This design comes from an exercise in tuning for small area on the open sky130 flow, not from production work. At most, simulation tests tie the RTL to the original design; equivalence was not proved. Function not checked in runs 2 to 4: the RTL went through the layout flow alone.

`flow/run.sh`:
```
#!/bin/bash
# synth_recipe.tcl (not shown) runs the flow's synth.tcl, then flattens the netlist and writes it again
# the make line also repeats each setting of config.mk as NAME=value (left out here)
make -C /OpenROAD-flow-scripts/flow DESIGN_CONFIG=/design/flow/config.mk WORK_HOME=/design/flow/orfs CLKGATE_MAP_FILE= SYNTH_SCRIPT=/design/flow/synth_recipe.tcl finish
```
`flow/config.mk`:
```
export PLATFORM = sky130hd
export DESIGN_NAME = int_to_balanced_ternary_core
export DESIGN_NICKNAME = int_to_balanced_ternary_core
export VERILOG_FILES = /design/flow/design.v
export SDC_FILE = /design/flow/constraint.sdc
export NUM_CORES = 4
export LEC_CHECK = 0
export CAP_MARGIN = 20
export CORE_MARGIN = 2
export CORE_UTILIZATION = 40
export SLEW_MARGIN = 20
```
`flow/constraint.sdc`:
```
create_clock -name core_clock -period 10.0 [get_ports {clock}]
set_input_delay 2.0000 -clock core_clock [delete_from_list [all_inputs] [get_ports {clock}]]
set_output_delay 2.0000 -clock core_clock [all_outputs]
set_load 0.01 [all_outputs]
```
`flow/design.v`:
```
package itbt_pkg;
   localparam int VALUE_WIDTH = 32;
   localparam int MAX_TRITS   = 21;
   localparam int CNT_W = $clog2(MAX_TRITS + 1);
   localparam int IDX_W = $clog2(MAX_TRITS);
   localparam int RECIP_SHIFT = VALUE_WIDTH + 1;
   localparam logic [VALUE_WIDTH+1:0] RECIP_WIDE =
      (({2'b01, {(VALUE_WIDTH){1'b0}}} << 1) + (VALUE_WIDTH + 2)'(2)) / (VALUE_WIDTH + 2)'(3);
   localparam logic [VALUE_WIDTH:0] RECIP = RECIP_WIDE[VALUE_WIDTH:0];
   localparam logic [1:0] TRIT_ZERO = 2'b00;
   localparam logic [1:0] TRIT_POS  = 2'b01;
   localparam logic [1:0] TRIT_NEG  = 2'b11;
   typedef enum logic [1:0] {
      STEP_WAIT  = 2'd0,
      STEP_DIV   = 2'd1,
      STEP_DIGIT = 2'd2,
      STEP_EMIT  = 2'd3
   } step_type;
   typedef enum logic [1:0] {
      COND_ALWAYS   = 2'd0,
      COND_START    = 2'd1,
      COND_MORE     = 2'd2,
      COND_NOT_LAST = 2'd3
   } cond_type;
   typedef struct packed {
      logic     load;
      logic     div;
      logic     digit;
      logic     emit;
      cond_type cond;
      step_type jmp_true;
      step_type jmp_false;
   } ctrl_word_type;
   function automatic ctrl_word_type micro_rom(input step_type addr);
      case (addr)
         STEP_WAIT:  micro_rom = {1'b1, 1'b0, 1'b0, 1'b0, COND_START,    STEP_DIV,   STEP_WAIT};
         STEP_DIV:   micro_rom = {1'b0, 1'b1, 1'b0, 1'b0, COND_ALWAYS,   STEP_DIGIT, STEP_DIGIT};
         STEP_DIGIT: micro_rom = {1'b0, 1'b0, 1'b1, 1'b0, COND_MORE,     STEP_DIV,   STEP_EMIT};
         STEP_EMIT:  micro_rom = {1'b0, 1'b0, 1'b0, 1'b1, COND_NOT_LAST, STEP_EMIT,  STEP_WAIT};
         default:    micro_rom = {1'b0, 1'b0, 1'b0, 1'b0, COND_ALWAYS,   STEP_WAIT,  STEP_WAIT};
      endcase
   endfunction
endpackage
import itbt_pkg::*;
module int_to_balanced_ternary_core (
   input  logic                                   clock,
   input  logic                                   reset,
   input  logic                                   start,
   output logic                                   busy,
   input  logic signed [itbt_pkg::VALUE_WIDTH-1:0] req_value,
   output logic                                   rsp_strobe,
   output logic signed [1:0]                      rsp_trit,
   output logic                                   rsp_last_trit
);
   itbt_pkg::step_type                upc_ff, upc_in;
   logic [VALUE_WIDTH-1:0]    mag_ff, mag_in;
   logic [VALUE_WIDTH-1:0]    quot_ff, quot_in;
   logic                      neg_ff, neg_in;
   logic [CNT_W-1:0]          count_ff, count_in;
   logic [1:0]                store_ff [MAX_TRITS];
   logic                      strobe_ff, strobe_in;
   logic [1:0]                trit_ff, trit_in;
   logic                      last_ff, last_in;
   itbt_pkg::ctrl_word_type           ctrl;
   logic                      cond_true;
   logic [2*VALUE_WIDTH:0]    product;
   logic [VALUE_WIDTH-1:0]    triple;
   logic [VALUE_WIDTH-1:0]    diff;
   logic [1:0]                rem;
   logic                      carry;
   logic [1:0]                digit;
   logic [1:0]                digit_signed;
   logic [VALUE_WIDTH-1:0]    mag_next;
   logic [CNT_W-1:0]          count_inc;
   logic [CNT_W-1:0]          count_dec;
   logic [IDX_W-1:0]          wr_idx;
   logic [IDX_W-1:0]          rd_idx;
   assign ctrl = itbt_pkg::micro_rom(upc_ff);
   assign busy = (upc_ff != STEP_WAIT);
   assign product      = {{VALUE_WIDTH{1'b0}}, mag_ff} * {{VALUE_WIDTH{1'b0}}, RECIP};
   assign triple       = {quot_ff[VALUE_WIDTH-2:0], 1'b0} + quot_ff;
   assign diff         = mag_ff - triple;
   assign rem          = diff[1:0];
   assign carry        = (rem == 2'd2);
   assign mag_next     = quot_ff + {{(VALUE_WIDTH-1){1'b0}}, carry};
   assign digit        = carry ? TRIT_NEG : ((rem == 2'd1) ? TRIT_POS : TRIT_ZERO);
   assign digit_signed = neg_ff ? (~digit + 2'd1) : digit;
   assign count_inc = count_ff + CNT_W'(1);
   assign count_dec = count_ff - CNT_W'(1);
   assign wr_idx    = count_ff[IDX_W-1:0];
   assign rd_idx    = count_dec[IDX_W-1:0];
   always_comb begin
      case (ctrl.cond)
         COND_ALWAYS:   cond_true = 1'b1;
         COND_START:    cond_true = start;
         COND_MORE:     cond_true = (mag_next != '0) && (count_inc < CNT_W'(MAX_TRITS));
         COND_NOT_LAST: cond_true = (count_ff != CNT_W'(1));
         default:       cond_true = 1'b0;
      endcase
   end
   always_comb begin
      upc_in = cond_true ? ctrl.jmp_true : ctrl.jmp_false;
   end
   always_comb begin
      mag_in    = mag_ff;
      quot_in   = quot_ff;
      neg_in    = neg_ff;
      count_in  = count_ff;
      strobe_in = 1'b0;
      trit_in   = trit_ff;
      last_in   = last_ff;
      if (ctrl.load && start) begin
         neg_in   = req_value[VALUE_WIDTH-1];
         mag_in   = req_value[VALUE_WIDTH-1] ? (~req_value + VALUE_WIDTH'(1)) : req_value;
         count_in = '0;
      end
      if (ctrl.div) begin
         quot_in = product[RECIP_SHIFT +: VALUE_WIDTH];
      end
      if (ctrl.digit) begin
         mag_in   = mag_next;
         count_in = count_inc;
      end
      if (ctrl.emit) begin
         strobe_in = 1'b1;
         trit_in   = store_ff[rd_idx];
         last_in   = (count_ff == CNT_W'(1));
         count_in  = count_dec;
      end
   end
   always_ff @(posedge clock) begin
      if (reset) begin
         upc_ff    <= STEP_WAIT;
         strobe_ff <= 1'b0;
         count_ff  <= '0;
         neg_ff    <= 1'b0;
      end else begin
         upc_ff    <= upc_in;
         strobe_ff <= strobe_in;
         count_ff  <= count_in;
         neg_ff    <= neg_in;
      end
   end
   always_ff @(posedge clock) begin
      mag_ff  <= mag_in;
      quot_ff <= quot_in;
      trit_ff <= trit_in;
      last_ff <= last_in;
      if (ctrl.digit) begin
         store_ff[wr_idx] <= digit_signed;
      end
   end
   assign rsp_strobe    = strobe_ff;
   assign rsp_trit      = trit_ff;
   assign rsp_last_trit = last_ff;
endmodule
```
==> results.sh, run 1 <==
export IMPL_outcome="complete, no violations"
export IMPL_cts_resized=0
export IMPL_r2r_start="mag_ff[10]$_DFFE_PP_"
export IMPL_startpoint_type="flip-flop"
export IMPL_synth_edff_count=108
export IMPL_synth_seq_cells=117
export IMPL_via_per_inst=5.20
export IMPL_slowest_stage="xor2_1"
export IMPL_core_area_um2=54800
export IMPL_max_freq_ghz=0.116
export IMPL_globalplace_congestion=1.04
export IMPL_vias=15100
export IMPL_clock_path_buffers=2
export IMPL_totalWireLength_mm=63.3
export IMPL_cp_required_ps=10170
export IMPL_slew_viol_final=0
export IMPL_ys_types=66
export IMPL_syn_cell_area_um2=22000
export IMPL_critical_path_top_delay_family="adder cells"
export IMPL_hpwl_mm=55.7
export IMPL_syn_inst=2149
export IMPL_io_buffer_count=39
export IMPL_postCtsHoldBufs=0
export IMPL_reg2regPathDepth=25
export IMPL_finalCriticalPeriod_ps=8650
export IMPL_path_buf_inv=3
export IMPL_synth_fp_nets=2917
export IMPL_multi_input_area_um2=16500
export IMPL_clock_sinks=117
export IMPL_die_area_um2=57000
export IMPL_drt_iter0_drc=980
export IMPL_grt_usage_pct=23.4
export IMPL_dieHeight_um=239
export IMPL_rr_endpoint="quot_ff[30]$_DFFE_PP_"
export IMPL_async_flop_share_pct=0
export IMPL_clk_insertion_delay_late_ps=430
export IMPL_routedWlPerCell_um=21.8
export IMPL_final_cells=2901
export IMPL_syn_avg_cell_area_um2=10.3
export IMPL_initial_core_util_pct=40.2
export IMPL_first_global_vias=16300
export IMPL_cts_htree_levels=4
export IMPL_row_count=86
export IMPL_grt_ovfl_total=0
export IMPL_cts_setup_buffers=0
export IMPL_worstSetupPathType="flip-flop to flip-flop"
export IMPL_drc=0
export IMPL_register_area_um2=3420
export IMPL_path_max_fanout=8
export IMPL_setup_violations=0
export IMPL_clock_root_buffer="clkbuf_16"
export IMPL_detail_route_antenna_nets=0
export IMPL_grt_max_degree=47
export IMPL_layout_drive_gt1_share_pct=2.96
export IMPL_area_delta_synth_final_pct=7.99
export IMPL_firstDrtPassIters=5
export IMPL_fin_util_pct=43.5
export IMPL_hold_end="neg_ff$_SDFFE_PP0P_"
export IMPL_cp_arrival_ps=8830
export IMPL_pin_count=40
export IMPL_synth_main_ff_cell="edfxtp_1"
export IMPL_clock_skew_ps=13.3
export IMPL_r2r_setup_slack_ps=1350
export IMPL_critPathCaptureType="flip-flop"
export IMPL_fin_tns_setup_ps=0
export IMPL_cts_tree="yes"
export IMPL_worstMarginPinSlew_ps=994
export IMPL_rsz0062_at_grt="no"
export IMPL_period_share_pct=86.5
export IMPL_nFillCells=5289
export IMPL_numCtsBuffers=17
export IMPL_min_path_type="flip-flop to flip-flop"
export IMPL_min_from="neg_ff$_SDFFE_PP0P_"
export IMPL_hold_path_cell_count=2
export IMPL_die_x_um=239
export IMPL_final_nets=2952
export IMPL_grt_pass1_wl_mm=98.7
export IMPL_insertedDiodeCount=0
export IMPL_path_common_cell="fa_1"
export IMPL_clk_pin_slew_ps=70
export IMPL_placed_cells=2869
export IMPL_yosys_warnings=1
export IMPL_slew_headroom_pct=33.5
export IMPL_hold_violations=0
export IMPL_ys_seq_area_share_pct=15.5
export IMPL_max_stage_delay_ps=690
export IMPL_antenna_found_initial=1
export IMPL_drv_cap=0
==> cell usage after synthesis, drive strengths merged, types with 2 or more instances <==
master  instances  share of area, %
clkbuf         21              0.36
o21bai          7              0.24
nor3           12              0.27
or4             7              0.28
a41o            2             0.091
nor2b           8              0.23
a21oi          84               1.9
nand2b         25              0.71
o22ai           2             0.057
nor4            6              0.17
a31oi           9              0.26
xnor2          80               3.2
nand4          13              0.37
o21a            7              0.24
or2             7              0.21
o311ai          3              0.12
o211ai          2             0.068
nor2           83               1.4
fa            351                32
a211oi          8              0.27
a211o           2             0.080
nand2          87               1.5
mux2i           5              0.23
a21o           16              0.55
inv           542               9.2
xor2           54               2.1
mux4           12               1.2
mux2            2              0.10
nand3          34              0.77
and3           17              0.48
a221oi          2             0.080
and4           11              0.44
o31ai          11              0.37
or3            12              0.39
edfxtp        108                15
o41ai           5              0.23
ha            382                22
buf             6              0.10
dfxtp           9              0.82
and2           17              0.48
o21ai          62               1.4
==> registers in the layout (all words and copies together), names as in the netlist <==
signal / cells
last_ff: 1
neg_ff: 1
upc_ff: 2
store_ff: 42
strobe_ff: 1
mag_ff: 32
trit_ff: 2
quot_ff: 31
count_ff: 5
==> worst reg2reg max path, cell delays in order, from the launching register on <==
cell	delay, ps
edfxtp_1	630
ha_1	470
xor2_1	690
ha_1	280
nor2_1	90
fa_1	520
fa_1	540
inv_1	70
fa_1	490
fa_1	530
fa_1	550
inv_1	110
fa_1	560
inv_1	50
ha_1	350
nand4_1	120
nor4_1	70
a41o_1	250
or2_2	280
o31ai_1	350
a21oi_1	200
o311ai_1	400
a21oi_1	120
o32a_1	390
a21oi_1	190
xnor2_1	80
==> metrics by stage <==
stage | instance area, um^2 | hold WS [ps] | setup slack, ps
floorplan | 22000 | 441 | 2650
global placement | 23200 | 463 | 1420
detailed placement | 23200 | 467 | 1380
CTS | 23800 | 479 | 1310
global route | 23800 | 501 | 1050
finish | 23800 | 480 | 1350
==> layout make-up <==
type,instances,share of cell area (%)
well taps,704,3.70
repair buffers,43,1.77
clock inverters,15,0.552
inverters,542,8.55
multi-input cells,1463,69.3
clock buffers,17,1.79
flip-flops and latches,117,14.4
==> how the worst max path moves through the flow <==
stage | startpoint | endpoint | slack, ps | cells after the start
detailed placement | mag_ff[10]$_DFFE_PP_ | quot_ff[30]$_DFFE_PP_ | 1380 | 25
global placement | mag_ff[10]$_DFFE_PP_ | quot_ff[30]$_DFFE_PP_ | 1420 | 25
global route | mag_ff[10]$_DFFE_PP_ | quot_ff[30]$_DFFE_PP_ | 1050 | 25
floorplan | mag_ff[6]$_DFFE_PP_ | quot_ff[30]$_DFFE_PP_ | 2650 | 26
CTS | mag_ff[10]$_DFFE_PP_ | quot_ff[30]$_DFFE_PP_ | 1310 | 25
finish | mag_ff[10]$_DFFE_PP_ | quot_ff[30]$_DFFE_PP_ | 1350 | 25
==> layer usage <==
layer | vias up | track usage (%) | share of wire, %
met2 | 434 | 38.5 | 47
met3 | 93 | 3.82 | 5.9
met4 | 2 | 7.12 | 2.9
met1 | 7563 | 31.8 | 44
li1 | 6980 | - | -
met5 | - | 0 | 0.016
==> cell families after synthesis <==
kind of cell | Yosys count | share of synthesized area [%]
AND/OR/NAND/NOR | 343 | 7.86
XOR/XNOR | 134 | 5.33
adder cells (fa/ha/maj) | 733 | 53.6
AO/OA/AOI/OAI | 234 | 6.46
multiplexers | 19 | 1.56
flip-flops | 117 | 15.5
buffers and inverters | 569 | 9.69
==> placed cells by master, fill, tap and decap left out, types with 54 or more instances in the layout <==
cell type,instances
inv_1,542
ha_1,382
fa_1,351
edfxtp_1,108
nand2_1,87
a21oi_1,84
nor2_1,83
xnor2_1,80
o21ai_0,59
xor2_1,54
==> run 2: changes to the inputs <==
==> flow/design.v (replaced) <==
package itbt_pkg;
   localparam int VALUE_WIDTH = 32;
   localparam int MAX_TRITS   = 21;
   localparam logic [31:0] POW   = 32'hcfd41b91;
   localparam logic [31:0] KA    = 32'h67ea0dc8;
   localparam logic [31:0] KB    = 32'h22a359ed;
endpackage
module int_to_balanced_ternary_core (
   input  logic                                   clock,
   input  logic                                   reset,
   input  logic                                   start,
   output logic                                   busy,
   input  logic signed [itbt_pkg::VALUE_WIDTH-1:0] req_value,
   output logic                                   rsp_strobe,
   output logic signed [1:0]                      rsp_trit,
   output logic                                   rsp_last_trit
);
   logic        run_ff;
   logic [4:0]  pass_ff;
   logic [4:0]  bit_ff;
   logic [31:0] e_ff;
   logic        prev_ff;
   logic [1:0]  carry_ff;
   logic        gt_ff, le_ff;
   logic [1:0]  d_ff;           
   logic        started_ff;
   logic        first_bit, top_bit, last, pass0, mul3;
   logic        a, b, q, k, gp, lp;
   logic [2:0]  sum;
   logic        o, gt_in, le_in;
   assign first_bit = (bit_ff == 5'd0);
   assign top_bit   = (bit_ff == 5'd31);
   assign last      = (pass_ff == 5'd21);
   assign pass0     = (pass_ff == 5'd0);
   assign mul3      = (pass_ff[4:1] != 4'd0);
   assign busy          = run_ff & ~last;
   assign rsp_strobe    = run_ff & first_bit & (d_ff[0] | started_ff | last);
   assign rsp_trit      = d_ff;
   assign rsp_last_trit = last;
   assign a   = e_ff[0];
   assign b   = mul3 & ~first_bit & prev_ff;
   assign q   = d_ff[0] & (first_bit | (itbt_pkg::POW[bit_ff] ^ ~d_ff[1]));
   assign sum = {2'b00, a} + {2'b00, b} + {2'b00, q} + (first_bit ? 3'd0 : {1'b0, carry_ff});
   assign o   = sum[0];
   assign k  = pass0 ? itbt_pkg::KA[bit_ff] : itbt_pkg::KB[bit_ff];
   assign gp = ~first_bit & gt_ff;
   assign lp = first_bit | le_ff;
   always_comb begin
      if (top_bit) begin
         gt_in = ~o & gp;
         le_in = o & lp;
      end else begin
         gt_in = (o & ~k) | (~(o ^ k) & gp);
         le_in = (~o & ~k) | ((o ^ k) & lp);
      end
   end
   always_ff @(posedge clock) begin
      if (reset) run_ff <= 1'b0;
      else       run_ff <= busy | start;
   end
   always_ff @(posedge clock) begin
      if (busy) begin
         {pass_ff, bit_ff} <= {pass_ff, bit_ff} + 10'd1;
         e_ff     <= {o, e_ff[31:1]};
         prev_ff  <= a;
         carry_ff <= sum[2:1];
         gt_ff    <= gt_in;
         le_ff    <= le_in;
         if (top_bit) d_ff <= {le_in, gt_in | le_in};
         if (first_bit & d_ff[0]) started_ff <= 1'b1;
      end else begin
         {pass_ff, bit_ff} <= 10'd0;
         e_ff       <= req_value;
         d_ff       <= 2'b00;
         started_ff <= 1'b0;
      end
   end
endmodule
==> flow/flow/run.sh (new file) <==
#!/bin/bash
# Standard ORFS layout, with plain buf_1 cells as the port buffers and a
# small clock tree without dummy loads. Each tool's output goes to its own log.
set -euo pipefail
export BUFFER_PORTS_ARGS="-buffer_cell sky130_fd_sc_hd__buf_1"
export CTS_ARGS="-sink_clustering_enable -repair_clock_nets -dont_use_dummy_load"
bash standard.sh synth > synth.log 2>&1
bash standard.sh finish > layout.log 2>&1
==> flow/standard.sh (new file) <==
#!/bin/bash
# synth_recipe.tcl (not shown) runs the flow's synth.tcl, then flattens the netlist and writes it again
# the make line also repeats each setting of config.mk as NAME=value (left out here)
make -C /OpenROAD-flow-scripts/flow DESIGN_CONFIG=/design/flow/config.mk WORK_HOME=/design/flow/orfs CLKGATE_MAP_FILE= SYNTH_SCRIPT=/design/flow/synth_recipe.tcl "${@:-finish}"
removed: flow/run.sh
==> results.sh, run 2 <==
export IMPL_outcome="complete, no violations"
export IMPL_cp_required_ps=8000
export IMPL_path_common_cell="inv_1"
export IMPL_pre_cts_ws_ps=6280
export IMPL_min_path_type="flip-flop to flip-flop"
export IMPL_top_usage_layer="met2"
export IMPL_rr_endpoint="le_ff$_DFFE_PP_"
export IMPL_ys_types=38
export IMPL_r2r_start="bit_ff[0]$_SDFF_PN0_"
export IMPL_clk_insertion_delay_late_ps=300
export IMPL_clock_root_buffer="clkbuf_8"
export IMPL_final_nets=338
export IMPL_synth_most_common_cell="nand2_1"
export IMPL_antenna_found_initial=0
export IMPL_grt_pass1_wl_mm=6.72
export IMPL_routedWlPerCell_um=10.5
export IMPL_layout_drive_gt1_share_pct=4.11
export IMPL_syn_avg_cell_area_um2=8.27
export IMPL_globalplace_congestion=0.787
export IMPL_slowest_stage="nor4_1"
export IMPL_row_count=26
export IMPL_register_area_um2=1070
export IMPL_top_register="e_ff"
export IMPL_path_max_fanout=12
export IMPL_nFillCells=538
export IMPL_die_area_um2=6000
export IMPL_drv_cap=0
export IMPL_hold_path_cell_count=2
export IMPL_fin_tns_setup_ps=0
export IMPL_ys_top_cells_by_area="dfxtp_1 (43%), nand2_1 (18%), edfxtp_1 (7.0%)"
export IMPL_layout_commonest_cell="nand2_1"
export IMPL_critPathCaptureType="output pin"
export IMPL_period_share_pct=40.4
export IMPL_grtUsageMet1_pct=17.7
export IMPL_first_global_vias=1558
export IMPL_cts_tree="yes"
export IMPL_async_flop_share_pct=0
export IMPL_hpwl_mm=2.58
export IMPL_max_freq_ghz=0.248
export IMPL_pin_count=40
export IMPL_netlist_area_leader_share_pct=42.6
export IMPL_detail_route_antenna_nets=0
export IMPL_rsz0062_at_grt="no"
export IMPL_yosysTopAreaCell="dfxtp_1"
export IMPL_largest_register_ffs=32
export IMPL_synth_edff_count=5
export IMPL_fin_ws_ps=5960
export IMPL_grt_max_degree=42
export IMPL_clock_sinks=51
export IMPL_cp_arrival_ps=2040
export IMPL_slew_headroom_pct=59.6
export IMPL_cts_resized=0
export IMPL_cts_htree_levels=2
export IMPL_firstDrtPassIters=4
export IMPL_finalCriticalPeriod_ps=4040
export IMPL_synth_seq_cells=51
export IMPL_via_per_inst=4.56
export IMPL_area_delta_synth_final_pct=11.9
export IMPL_io_buffer_count=39
export IMPL_vias=1652
export IMPL_clock_skew_ps=11.7
export IMPL_core_area_um2=5170
export IMPL_multi_input_area_um2=986
export IMPL_ys_seq_area_share_pct=49.6
export IMPL_drt_iter0_drc=62
export IMPL_hold_violations=0
export IMPL_initial_core_util_pct=41.8
export IMPL_synth_main_ff_cell="dfxtp_1"
export IMPL_max_stage_delay_ps=460
export IMPL_fin_hold_ws_ps=418
export IMPL_clk_pin_slew_ps=90
export IMPL_die_x_um=77.5
export IMPL_dieHeight_um=77.5
export IMPL_cts_setup_buffers=0
export IMPL_setup_violations=0
export IMPL_syn_cell_area_um2=2160
export IMPL_gr_usage_met3_pct=3.72
export IMPL_grt_use_met2_pct=22.4
export IMPL_grt_ovfl_total=0
export IMPL_postCtsHoldBufs=0
export IMPL_yosys_top_cells_count="nand2_1 (105), dfxtp_1 (46), nor2_1 (15)"
export IMPL_drc=0
export IMPL_insertedDiodeCount=0
export IMPL_slew_viol_final=0
export IMPL_synth_fp_nets=305
export IMPL_hold_end="e_ff[2]$_DFF_P_"
export IMPL_r2r_setup_slack_ps=6330
export IMPL_syn_inst=261
export IMPL_clock_path_buffers=2
export IMPL_mostFrequentLayoutCells="nand2_1 (105), dfxtp_1 (46), buf_1 (39), nor2_1 (15), inv_1 (10)"
export IMPL_yosys_warnings=1
export IMPL_min_from="e_ff[3]$_DFF_P_"
export IMPL_path_cells="inv_1 -> ha_1 -> inv_1 -> nor4_1 -> o311a_1 -> buf_1"
export IMPL_grt_usage_pct=14.0
export IMPL_reg2regPathDepth=12
export IMPL_numCtsBuffers=5
export IMPL_startpoint_type="flip-flop"
export IMPL_worstSetupPathType="flip-flop to output pin"
export IMPL_totalWireLength_mm=3.80
export IMPL_worstMarginPinSlew_ps=600
-- run 2: cell families (layout without fill, tap and decap cells) --
| logic type | after synthesis | after routing | synth area share (%) |
|---|---|---|---|
| and+or+nand+nor | 142 | 142 | 27.5 |
| DFF | 51 | 51 | 49.6 |
| buffers and inverters | 26 | 57 | 4.75 |
| AOI/OAI and AO/OA | 22 | 22 | 7.01 |
| adders and majority gates | 9 | 9 | 5.91 |
| xor gates and xnor gates | 8 | 8 | 3.24 |
| muxes | 3 | 3 | 2.03 |
-- run 2: area by class of cell --
cell class	instances	share of cell area [%]
multi-input cells	184	40.8
well taps	70	3.63
inverters	11	1.71
repair buffers	41	6.68
clock buffers	5	2.85
flip-flops and latches	51	44.3
-- run 2: worst max path at each step --
stage,startpoint,endpoint,slack (ps),cells past startpoint
finish,bit_ff[0]$_SDFF_PN0_,rsp_strobe,5960,6
global placement,bit_ff[0]$_SDFF_PN0_,rsp_strobe,6340,6
detailed placement,bit_ff[0]$_SDFF_PN0_,rsp_strobe,6280,6
floorplan,bit_ff[0]$_SDFF_PN0_,le_ff$_DFFE_PP_,6470,13
global route,bit_ff[0]$_SDFF_PN0_,rsp_strobe,5810,6
CTS,bit_ff[0]$_SDFF_PN0_,rsp_strobe,5960,6
-- run 2: critical path: cells and delay by family, from the launching register on --
family	cells	cell delay, ps
simple gates	1	460
flops	1	440
buf+inv	3	390
compound gates	1	270
fa+ha+maj	1	180
-- run 2: through the flow --
step	cells	instance area (um^2)	utilization (%)
floorplan	261	2160	-
global route	362	2420	46.7
global placement	357	2350	45.4
finish	362	2420	46.7
detailed placement	357	2350	45.4
CTS	362	2420	46.7
-- run 2: layer usage --
metal  vias up  routed length [um]  part of all wire, %
li1        901                   -                    -
met5         -                   0                    0
met1       721                1920                   51
met2        26                1670                   44
met3         4                 149                  3.9
met4         0                  63                  1.7
==> run 3: changes to the inputs <==
==> flow/flow/run.sh (replaced) <==
#!/bin/bash
# Standard ORFS layout, with plain buf_1 cells as the port buffers and a
# single-level clock tree of one strong buffer. Each tool's output goes to its own log.
set -euo pipefail
export BUFFER_PORTS_ARGS="-buffer_cell sky130_fd_sc_hd__buf_1"
export CTS_ARGS="-repair_clock_nets -dont_use_dummy_load -buf_list sky130_fd_sc_hd__clkbuf_16 -root_buf sky130_fd_sc_hd__clkbuf_16"
bash standard.sh synth > synth.log 2>&1
bash standard.sh finish > layout.log 2>&1
==> results.sh, run 3 <==
export IMPL_outcome="complete, no violations"
export IMPL_final_cells=362
export IMPL_path_cells="inv_1 -> ha_1 -> inv_1 -> nor4_1 -> o311a_1 -> buf_1"
export IMPL_hold_violations=0
export IMPL_slew_headroom_pct=59.8
export IMPL_async_flop_share_pct=0
export IMPL_insertedDiodeCount=0
export IMPL_reg2regPathDepth=12
export IMPL_syn_cell_area_um2=2160
export IMPL_setup_violations=0
export IMPL_r2r_start="bit_ff[0]$_SDFF_PN0_"
export IMPL_layout_drive_gt1_share_pct=4.11
export IMPL_synth_fp_nets=305
export IMPL_clock_path_buffers=2
export IMPL_slew_viol_final=0
export IMPL_pre_cts_ws_ps=6280
export IMPL_min_path_type="flip-flop to flip-flop"
export IMPL_synth_seq_cells=51
export IMPL_path_common_cell="inv_1"
export IMPL_numCtsBuffers=5
export IMPL_top_register="e_ff"
export IMPL_dieHeight_um=77.5
export IMPL_hold_path_cell_count=2
export IMPL_cp_required_ps=8000
export IMPL_cts_resized=0
export IMPL_synth_most_common_cell="nand2_1"
export IMPL_synth_edff_count=5
export IMPL_globalplace_congestion=0.787
export IMPL_hpwl_mm=2.58
export IMPL_cts_htree_levels=2
export IMPL_cts_setup_buffers=0
export IMPL_max_freq_ghz=0.249
export IMPL_largest_register_ffs=32
export IMPL_clock_sinks=51
export IMPL_grt_usage_pct=14.0
export IMPL_fin_ws_ps=5990
export IMPL_ys_top_cells_by_area="dfxtp_1 (43%), nand2_1 (18%), edfxtp_1 (7.0%)"
export IMPL_fin_tns_setup_ps=0
export IMPL_nFillCells=530
export IMPL_placed_cells=357
export IMPL_clk_insertion_delay_late_ps=280
export IMPL_worstSetupPathType="flip-flop to output pin"
export IMPL_grt_pass1_wl_mm=6.73
export IMPL_io_buffer_count=39
export IMPL_critPathCaptureType="output pin"
export IMPL_area_delta_synth_final_pct=14.5
export IMPL_pin_count=40
export IMPL_rsz0062_at_grt="no"
export IMPL_clock_root_buffer="clkbuf_16"
export IMPL_layout_commonest_cell="nand2_1"
export IMPL_cts_tree="yes"
export IMPL_synth_main_ff_cell="dfxtp_1"
export IMPL_yosys_top_cells_count="nand2_1 (105), dfxtp_1 (46), nor2_1 (15)"
export IMPL_postPlaceCellArea_um2=2350
export IMPL_path_max_fanout=12
export IMPL_design_area_um2=2470
export IMPL_hold_end="e_ff[12]$_DFF_P_"
export IMPL_grt_max_degree=42
export IMPL_row_count=26
export IMPL_grt_ovfl_total=0
export IMPL_core_area_um2=5170
export IMPL_syn_avg_cell_area_um2=8.27
export IMPL_finalCriticalPeriod_ps=4010
export IMPL_postCtsHoldBufs=0
export IMPL_rr_endpoint="le_ff$_DFFE_PP_"
export IMPL_detail_route_antenna_nets=0
export IMPL_via_per_inst=4.59
export IMPL_worstMarginPinSlew_ps=597
export IMPL_routedWlPerCell_um=10.5
export IMPL_period_share_pct=40.1
export IMPL_ys_seq_area_share_pct=49.6
export IMPL_clk_pin_slew_ps=60
export IMPL_slowest_stage="nor4_1"
export IMPL_fin_hold_ws_ps=414
export IMPL_antenna_found_initial=0
export IMPL_ys_types=38
export IMPL_drv_cap=0
export IMPL_firstDrtPassIters=4
export IMPL_die_x_um=77.5
export IMPL_fin_util_pct=47.8
export IMPL_syn_inst=261
export IMPL_drt_iter0_drc=69
export IMPL_yosysTopAreaCell="dfxtp_1"
export IMPL_final_nets=338
export IMPL_cp_arrival_ps=2010
export IMPL_min_from="e_ff[13]$_DFF_P_"
export IMPL_mostFrequentLayoutCells="nand2_1 (105), dfxtp_1 (46), buf_1 (39), nor2_1 (15), inv_1 (10)"
export IMPL_clock_skew_ps=7.17
export IMPL_multi_input_area_um2=986
export IMPL_register_area_um2=1070
export IMPL_yosys_warnings=1
export IMPL_vias=1660
export IMPL_first_global_vias=1558
export IMPL_netlist_area_leader_share_pct=42.6
export IMPL_r2r_setup_slack_ps=6330
export IMPL_startpoint_type="flip-flop"
export IMPL_drc=0
export IMPL_totalWireLength_mm=3.81
export IMPL_die_area_um2=6000
export IMPL_initial_core_util_pct=41.8
export IMPL_max_stage_delay_ps=460
run 3: cell counts after synthesis:
Identical to the previous run, type by type.
run 3: worst max path at each step:
stage,start,to,slack (ps),depth (start not counted)
after floorplan,bit_ff[0]$_SDFF_PN0_,le_ff$_DFFE_PP_,6470,13
after global placement,bit_ff[0]$_SDFF_PN0_,rsp_strobe,6340,6
after detailed placement,bit_ff[0]$_SDFF_PN0_,rsp_strobe,6280,6
after CTS,bit_ff[0]$_SDFF_PN0_,rsp_strobe,5980,6
after global routing,bit_ff[0]$_SDFF_PN0_,rsp_strobe,5840,6
final,bit_ff[0]$_SDFF_PN0_,rsp_strobe,5990,6
run 3: routing by layer:
layer / part of all wire (%) / routed length (um) / GRT usage, % / vias up
li1: - / - / - / 903
met1: 51 / 1940 / 18.0 / 725
met2: 43 / 1660 / 22.3 / 27
met3: 4.1 / 156 / 3.72 / 5
met4: 1.4 / 55 / 5.89 / 0
met5: 0 / 0 / 0 / -
run 3: cell type report:
class                   count  share of cell area, %
clock buffers               5                   5.06
inverters                  11                   1.67
multi-input cells         184                   39.9
flip-flops and latches     51                   43.3
well taps                  70                   3.54
repair buffers             41                   6.53
run 3: critical path: cells and delay by family, from the launching register on:
| family | cells | cell delay [ps] |
|---|---|---|
| buf+inv | 3 | 390 |
| simple gates | 1 | 460 |
| compound gates | 1 | 270 |
| flops | 1 | 430 |
| fa+ha+maj | 1 | 180 |
run 3: cell families after synthesis:
group	after synthesis	share of synthesized area, %
simple gates	142	27.5
flops	51	49.6
buf+inv	26	4.75
compound gates	22	7.01
fa+ha+maj	9	5.91
xor+xnor	8	3.24
mux	3	2.03
==> run 4: changes to the inputs <==
==> flow/flow/run.sh (replaced) <==
#!/bin/bash
# ORFS layout of the standard flow's config, with three changes: synthesis maps the logic with an
# area-oriented ABC script (flip-flops are mapped before ABC, exactly as in the standard
# synthesis), the port buffers are plain buf_1 cells, and the clock tree is built
# without dummy loads. Each tool's output goes to a log of its own.
set -euo pipefail
W=$(pwd)
export AREA_ABC_SCRIPT=$W/flow/area.abc
export BUFFER_PORTS_ARGS="-buffer_cell sky130_fd_sc_hd__buf_1"
export CTS_ARGS="${CTS_ARGS_OVERRIDE:--sink_clustering_enable -repair_clock_nets -dont_use_dummy_load -sink_clustering_size 30 -sink_clustering_max_diameter 300 -buf_list sky130_fd_sc_hd__clkbuf_8}"
sed "s#SYNTH_SCRIPT=[^ ]*#SYNTH_SCRIPT=$W/flow/synth_area.tcl#" standard.sh > synth_area.sh
bash synth_area.sh synth > synth.log 2>&1
bash standard.sh finish > layout.log 2>&1
==> flow/flow/area.abc (new file) <==
strash
&get -n
&dch -f
&nf -R 1000
&put
topo
==> flow/flow/synth_area.tcl (new file) <==
proc synth {args} { yosys synth -nofsm -noshare {*}$args }
proc abc {args} {
  set i [lsearch -exact $args -script]
  if { $i >= 0 } { set args [lreplace $args $i [expr { $i + 1 }]] }
  yosys abc -script $::env(AREA_ABC_SCRIPT) {*}$args
}
source $::env(SCRIPTS_DIR)/synth.tcl
# left out here: clear keep_hierarchy, flatten, clean up, hide names made inside functions, write 1_2_yosys.v
==> results.sh, run 4 <==
export IMPL_clk_pin_slew_ps=80
export IMPL_max_freq_ghz=0.258
export IMPL_hold_violations=0
export IMPL_io_buffer_count=39
export IMPL_hpwl_mm=2.52
export IMPL_via_per_inst=4.49
export IMPL_clock_sinks=51
export IMPL_die_x_um=75.5
export IMPL_critPathCaptureType="output pin"
export IMPL_synth_seq_cells=51
export IMPL_fin_hold_ws_ps=440
export IMPL_ys_seq_area_share_pct=52.3
export IMPL_worstSetupPathType="flip-flop to output pin"
export IMPL_synth_main_ff_cell="dfxtp_1"
export IMPL_design_area_um2=2360
export IMPL_totalWireLength_mm=3.68
export IMPL_pin_count=40
export IMPL_vias=1626
export IMPL_netlist_area_leader_share_pct=45.0
export IMPL_antenna_found_initial=0
export IMPL_placed_cells=357
export IMPL_clock_skew_ps=18.7
export IMPL_numCtsBuffers=5
export IMPL_core_area_um2=5010
export IMPL_path_max_fanout=43
export IMPL_detail_route_antenna_nets=0
export IMPL_grt_ovfl_total=0
export IMPL_postPlaceCellArea_um2=2300
export IMPL_cts_tree="yes"
export IMPL_synth_most_common_cell="nor2_1"
export IMPL_syn_cell_area_um2=2050
export IMPL_cts_resized=0
export IMPL_routedWlPerCell_um=10.2
export IMPL_ys_types=29
export IMPL_mostFrequentLayoutCells="nor2_1 (112), dfxtp_1 (46), buf_1 (39), nand2_1 (11)"
export IMPL_clock_path_buffers=2
export IMPL_slew_viol_final=0
export IMPL_cts_htree_levels=2
export IMPL_cp_arrival_ps=1870
export IMPL_drc=0
export IMPL_worstMarginPinSlew_ps=487
export IMPL_finalCriticalPeriod_ps=3870
export IMPL_outcome="complete, no violations"
export IMPL_layout_commonest_cell="nor2_1"
export IMPL_top_register="e_ff"
export IMPL_slew_headroom_pct=67.3
export IMPL_grt_pass1_wl_mm=6.14
export IMPL_initial_core_util_pct=40.9
export IMPL_final_cells=362
export IMPL_final_nets=338
export IMPL_cp_required_ps=8000
export IMPL_syn_avg_cell_area_um2=8.32
export IMPL_postCtsHoldBufs=0
export IMPL_grt_max_degree=44
export IMPL_drv_cap=0
export IMPL_dieHeight_um=75.5
export IMPL_largest_register_ffs=32
export IMPL_setup_violations=0
export IMPL_rsz0062_at_grt="no"
export IMPL_grt_usage_pct=14.1
export IMPL_clock_root_buffer="clkbuf_8"
export IMPL_cts_setup_buffers=0
export IMPL_clk_insertion_delay_late_ps=300
export IMPL_drt_iter0_drc=68
export IMPL_firstDrtPassIters=4
export IMPL_synth_edff_count=5
export IMPL_synth_fp_nets=290
export IMPL_yosysTopAreaCell="dfxtp_1"
export IMPL_die_area_um2=5710
export IMPL_first_global_vias=1419
export IMPL_period_share_pct=38.7
export IMPL_row_count=26
export IMPL_area_delta_synth_final_pct=15.5
export IMPL_async_flop_share_pct=0
export IMPL_fin_tns_setup_ps=0
export IMPL_insertedDiodeCount=0
export IMPL_min_path_type="flip-flop to flip-flop"
export IMPL_yosys_warnings=1
export IMPL_globalplace_congestion=0.745
export IMPL_yosys_top_cells_count="nor2_1 (112), dfxtp_1 (46), nand2_1 (11)"
export IMPL_syn_inst=246
export IMPL_startpoint_type="flip-flop"
export IMPL_ys_top_cells_by_area="dfxtp_1 (45%), nor2_1 (21%), edfxtp_1 (7.3%)"
export IMPL_layout_drive_gt1_share_pct=2.74
run 4: final timing paths:
path / start / endpoint / slack (ps) / cells past startpoint
hold reg to reg: e_ff[10]$_DFF_P_ / e_ff[9]$_DFF_P_ / 440 / 2
setup reg to reg: bit_ff[0]$_SDFF_PN0_ / gt_ff$_DFFE_PP_ / 6420 / 13
setup / recovery: pass_ff[0]$_SDFF_PN0_ / busy / 6130 / 6
hold / removal: e_ff[10]$_DFF_P_ / e_ff[9]$_DFF_P_ / 440 / 2
run 4: per-stage QoR:
step	util (%)	worst slack [ps]
floorplan	-	5060
global placement	45.8	6440
detailed placement	45.8	6410
CTS	47.2	6100
global route	47.2	5990
finish	47.2	6130
run 4: logic make-up after synthesis:
logic type      after synthesis  synth area share [%]
compound gates               26                  7.52
xor+xnor                      6                  2.57
fa+ha+maj                     9                  6.23
buf+inv                       9                  1.65
flops                        51                  52.3
mux                           1                  1.10
simple gates                144                  28.6
run 4: final cells by class:
| cell class | instances | area (um^2) |
|---|---|---|
| timing repair buffer | 41 | 161 |
| sequential | 51 | 1070 |
| tap | 70 | 87.6 |
| inverter | 9 | 33.8 |
| fill | 518 | 2650 |
| multi-input combinational | 186 | 942 |
| clock buffer | 5 | 68.8 |
run 4: critical path, cell delays in order, from the launching register on:
cell and delay [ps]:
dfxtp_1 420, nand2_1 80, nor4b_1 390, nand2b_1 190, clkinv_1 60, buf_4 260
buf_1 180
run 4: metal layers:
metal / track usage [%] / part of all wire [%] / vias up
met5: 0 / 0 / -
met4: 5.85 / 1.8 / 0
met3: 3.31 / 4.3 / 5
met2: 21.8 / 42 / 40
met1: 19.1 / 52 / 695
li1: - / - / 886
==> run 5: changes to the inputs <==
--- a/flow/design.v
+++ b/flow/design.v
@@ -2,8 +2,12 @@
    localparam int VALUE_WIDTH = 32;
    localparam int MAX_TRITS   = 21;
-   localparam logic [31:0] POW   = 32'hcfd41b91;
-   localparam logic [31:0] KA    = 32'h67ea0dc8;
-   localparam logic [31:0] KB    = 32'h22a359ed;
+   localparam logic [31:0] POW    = 32'hcfd41b91;
+   localparam logic [31:0] NEGPOW = 32'h302be46f;    
+   localparam logic [31:0] THR_A  = 32'h67ea0dc9;
+   localparam logic [31:0] THR_AN = 32'h1815f237;    
+   localparam logic [31:0] THR_B  = 32'h22a359ee;
+   localparam logic [31:0] THR_BN = 32'h5d5ca612;    
 endpackage
+import itbt_pkg::*;
 module int_to_balanced_ternary_core (
    input  logic                                   clock,
@@ -22,11 +26,11 @@
    logic        prev_ff;
    logic [1:0]  carry_ff;
-   logic        gt_ff, le_ff;
+   logic        ge_ff, le_ff;
    logic [1:0]  d_ff;           
    logic        started_ff;
    logic        first_bit, top_bit, last, pass0, mul3;
-   logic        a, b, q, k, gp, lp;
+   logic        a, b, q, kge, kle;
    logic [2:0]  sum;
-   logic        o, gt_in, le_in;
+   logic        o, ge_in, le_in;
    assign first_bit = (bit_ff == 5'd0);
    assign top_bit   = (bit_ff == 5'd31);
@@ -40,17 +44,19 @@
    assign a   = e_ff[0];
    assign b   = mul3 & ~first_bit & prev_ff;
-   assign q   = d_ff[0] & (first_bit | (itbt_pkg::POW[bit_ff] ^ ~d_ff[1]));
+   assign q   = d_ff[0] & (d_ff[1] ? itbt_pkg::POW[bit_ff] : itbt_pkg::NEGPOW[bit_ff]);
    assign sum = {2'b00, a} + {2'b00, b} + {2'b00, q} + (first_bit ? 3'd0 : {1'b0, carry_ff});
    assign o   = sum[0];
-   assign k  = pass0 ? itbt_pkg::KA[bit_ff] : itbt_pkg::KB[bit_ff];
-   assign gp = ~first_bit & gt_ff;
-   assign lp = first_bit | le_ff;
+   assign kge = pass0 ? itbt_pkg::THR_A[bit_ff]  : itbt_pkg::THR_B[bit_ff];
+   assign kle = pass0 ? itbt_pkg::THR_AN[bit_ff] : itbt_pkg::THR_BN[bit_ff];
    always_comb begin
+      logic gp, lp;
+      gp = first_bit | ge_ff;
+      lp = first_bit | le_ff;
       if (top_bit) begin
-         gt_in = ~o & gp;
+         ge_in = ~o & gp;
          le_in = o & lp;
       end else begin
-         gt_in = (o & ~k) | (~(o ^ k) & gp);
-         le_in = (~o & ~k) | ((o ^ k) & lp);
+         ge_in = (o & ~kge) | (~(o ^ kge) & gp);
+         le_in = (~o & kle) | (~(o ^ kle) & lp);
       end
    end
@@ -65,7 +71,7 @@
          prev_ff  <= a;
          carry_ff <= sum[2:1];
-         gt_ff    <= gt_in;
+         ge_ff    <= ge_in;
          le_ff    <= le_in;
-         if (top_bit) d_ff <= {le_in, gt_in | le_in};
+         if (top_bit) d_ff <= {le_in, ge_in | le_in};
          if (first_bit & d_ff[0]) started_ff <= 1'b1;
       end else begin
==> flow/run.sh (new file) <==
#!/bin/bash
# synth_recipe.tcl (not shown) runs the flow's synth.tcl, then flattens the netlist and writes it again
# the make line also repeats each setting of config.mk as NAME=value (left out here)
make -C /OpenROAD-flow-scripts/flow DESIGN_CONFIG=/design/flow/config.mk WORK_HOME=/design/flow/orfs CLKGATE_MAP_FILE= SYNTH_SCRIPT=/design/flow/synth_recipe.tcl finish
removed: flow/flow/run.sh
removed: flow/flow/area.abc
removed: flow/flow/synth_area.tcl
removed: flow/standard.sh
==> results.sh, run 5 <==
export IMPL_io_buffer_count=39
export IMPL_routedWlPerCell_um=12.4
export IMPL_first_global_vias=1782
export IMPL_finalCriticalPeriod_ps=4410
export IMPL_largest_register_ffs=32
export IMPL_yosys_warnings=1
export IMPL_hpwl_mm=3.42
export IMPL_layout_drive_gt1_share_pct=6.75
export IMPL_drt_iter0_drc=90
export IMPL_path_max_fanout=16
export IMPL_cts_tree="yes"
export IMPL_numCtsBuffers=5
export IMPL_drc=0
export IMPL_final_nets=372
export IMPL_totalWireLength_mm=4.96
export IMPL_synth_main_ff_cell="dfxtp_1"
export IMPL_final_cells=401
export IMPL_clk_insertion_delay_late_ps=300
export IMPL_ys_seq_area_share_pct=44.4
export IMPL_grt_usage_pct=16.2
export IMPL_hold_violations=0
export IMPL_dieHeight_um=81.7
export IMPL_period_share_pct=44.1
export IMPL_syn_inst=292
export IMPL_cts_htree_levels=2
export IMPL_cts_resized=0
export IMPL_rsz0062_at_grt="no"
export IMPL_drv_cap=0
export IMPL_min_path_type="flip-flop to flip-flop"
export IMPL_setup_violations=0
export IMPL_clock_path_buffers=2
export IMPL_critPathCaptureType="output pin"
export IMPL_syn_cell_area_um2=2410
export IMPL_mostFrequentLayoutCells="nand2_1 (106), dfxtp_1 (46), clkdlybuf4s50_1 (39), nor2_1 (17), ha_1 (10)"
export IMPL_placed_cells=393
export IMPL_firstDrtPassIters=4
export IMPL_startpoint_type="flip-flop"
export IMPL_clock_root_buffer="clkbuf_8"
export IMPL_worstMarginPinSlew_ps=690
export IMPL_ys_top_cells_by_area="dfxtp_1 (38%), nand2_1 (16%), edfxtp_1 (6.2%)"
export IMPL_postCtsHoldBufs=0
export IMPL_grt_pass1_wl_mm=8.23
export IMPL_cts_setup_buffers=0
export IMPL_detail_route_antenna_nets=0
export IMPL_synth_fp_nets=339
export IMPL_outcome="complete, no violations"
export IMPL_die_x_um=81.7
export IMPL_synth_seq_cells=51
export IMPL_top_register="e_ff"
export IMPL_clock_sinks=51
export IMPL_clk_pin_slew_ps=90
export IMPL_min_from="e_ff[7]$_DFF_P_"
export IMPL_synth_edff_count=5
export IMPL_netlist_area_leader_share_pct=38.1
export IMPL_die_area_um2=6670
export IMPL_ys_types=46
export IMPL_async_flop_share_pct=0
export IMPL_globalplace_congestion=0.812
export IMPL_r2r_start="bit_ff[0]$_SDFF_PN0_"
export IMPL_yosysTopAreaCell="dfxtp_1"
export IMPL_yosys_top_cells_count="nand2_1 (106), dfxtp_1 (46), nor2_1 (17)"
export IMPL_core_area_um2=5890
export IMPL_startpoint="bit_ff[1]$_SDFF_PN0_"
export IMPL_syn_avg_cell_area_um2=8.27
export IMPL_max_freq_ghz=0.227
export IMPL_area_delta_synth_final_pct=22.5
export IMPL_clock_skew_ps=6.74
export IMPL_slew_viol_final=0
export IMPL_antenna_found_initial=0
export IMPL_row_count=28
export IMPL_grt_max_degree=43
export IMPL_nFillCells=608
export IMPL_cp_arrival_ps=2410
export IMPL_initial_core_util_pct=41.0
export IMPL_worstSetupPathType="flip-flop to output pin"
export IMPL_fin_tns_setup_ps=0
export IMPL_vias=1991
export IMPL_grt_ovfl_total=0
export IMPL_synth_most_common_cell="nand2_1"
export IMPL_via_per_inst=4.97
export IMPL_cp_required_ps=8000
export IMPL_slew_headroom_pct=53.9
export IMPL_pin_count=40
export IMPL_insertedDiodeCount=0
export IMPL_layout_commonest_cell="nand2_1"
-- run 5: layer usage --
metal | global-route usage, % | part of all wire (%) | vias to the layer above | wire length, um
met5 | 0 | 0 | - | 0
met4 | 7.33 | 2.2 | 0 | 110
met1 | 21.3 | 49 | 905 | 2420
met3 | 3.85 | 3.9 | 9 | 196
met2 | 25.4 | 45 | 36 | 2240
li1 | - | - | 1041 | -
-- run 5: path summary, 6_finish.rpt --
path                     end  slack, ps  cells after the start
max               rsp_strobe       5590                      5
min          e_ff[6]$_DFF_P_        420                      2
max reg2reg  le_ff$_DFFE_PP_       6490                     14
min reg2reg  e_ff[6]$_DFF_P_        420                      2
-- run 5: metrics by stage --
| step | util (%) | hold WS [ps] | area, um^2 | setup slack [ps] |
|---|---|---|---|---|
| final | 50.3 | 420 | 2960 | 5590 |
| after global routing | 50.3 | 437 | 2960 | 5410 |
| after CTS | 50.3 | 423 | 2960 | 5600 |
| after detailed placement | 48.3 | 400 | 2840 | 5960 |
| after global placement | 48.3 | 395 | 2840 | 6000 |
| after floorplan | - | 392 | 2410 | 6650 |
-- run 5: cells by family after synthesis --
| family | share of synthesized area (%) |
|---|---|
| simple gates | 28.7 |
| compound gates | 12.9 |
| xor+xnor | 2.54 |
| fa+ha+maj | 6.84 |
| flops | 44.4 |
| buf+inv | 4.66 |
-- run 5: worst max-delay path, cell delays in order (launching register included) --
cell and delay (ps):
dfxtp_1 490, inv_2 220, ha_1 180, nor4b_4 420
o311a_1 250, clkdlybuf4s50_1 550
-- run 5: final cells by class --
type                       instances  area [um^2]  share of cell area, %
clock buffer                       5         68.8                   2.33
sequential                        51         1070                   36.2
timing repair buffer              40          398                   13.4
multi-input combinational        214         1230                   41.6
inverter                          13         50.0                   1.69
tap                               75         93.8                   3.17
clock inverter                     3         46.3                   1.56

==> afterwards: timing with drivers on the ports <==
No port has a modelled driver above. Below, the same layouts with a new extraction and two added sets of constraints. Step 1 (the two cells are an assumption about what drives the block):
set clk [get_ports {clock}]
set_driving_cell -lib_cell sky130_fd_sc_hd__clkbuf_16 $clk
set_driving_cell -lib_cell sky130_fd_sc_hd__buf_2 [delete_from_list [all_inputs] $clk]
Step 2, shift: input delay + t, output delay - t, t = (earliest + latest rising clock arrival at the registers) / 2. This alone moves slack from input paths to output paths. Three values: no drivers, after step 1, after step 2; two values: the first two.
run | shift t [ns] | slack for setup (ns) | worst slew at a driven data input, ns
run 1 | 0.472 | 1.345 / 1.345 / 1.345 | 0.03
run 2 | 0.320 | 5.965 / 5.937 / 6.257 | 0.03
run 3 | 0.309 | 5.987 / 5.954 / 6.264 | 0.03
run 4 | 0.315 | 6.129 / 6.103 / 6.415 | 0.03
run 5 | 0.331 | 5.589 / 5.559 / 5.890 | 0.04
After both steps setup and hold are still met in every run listed.
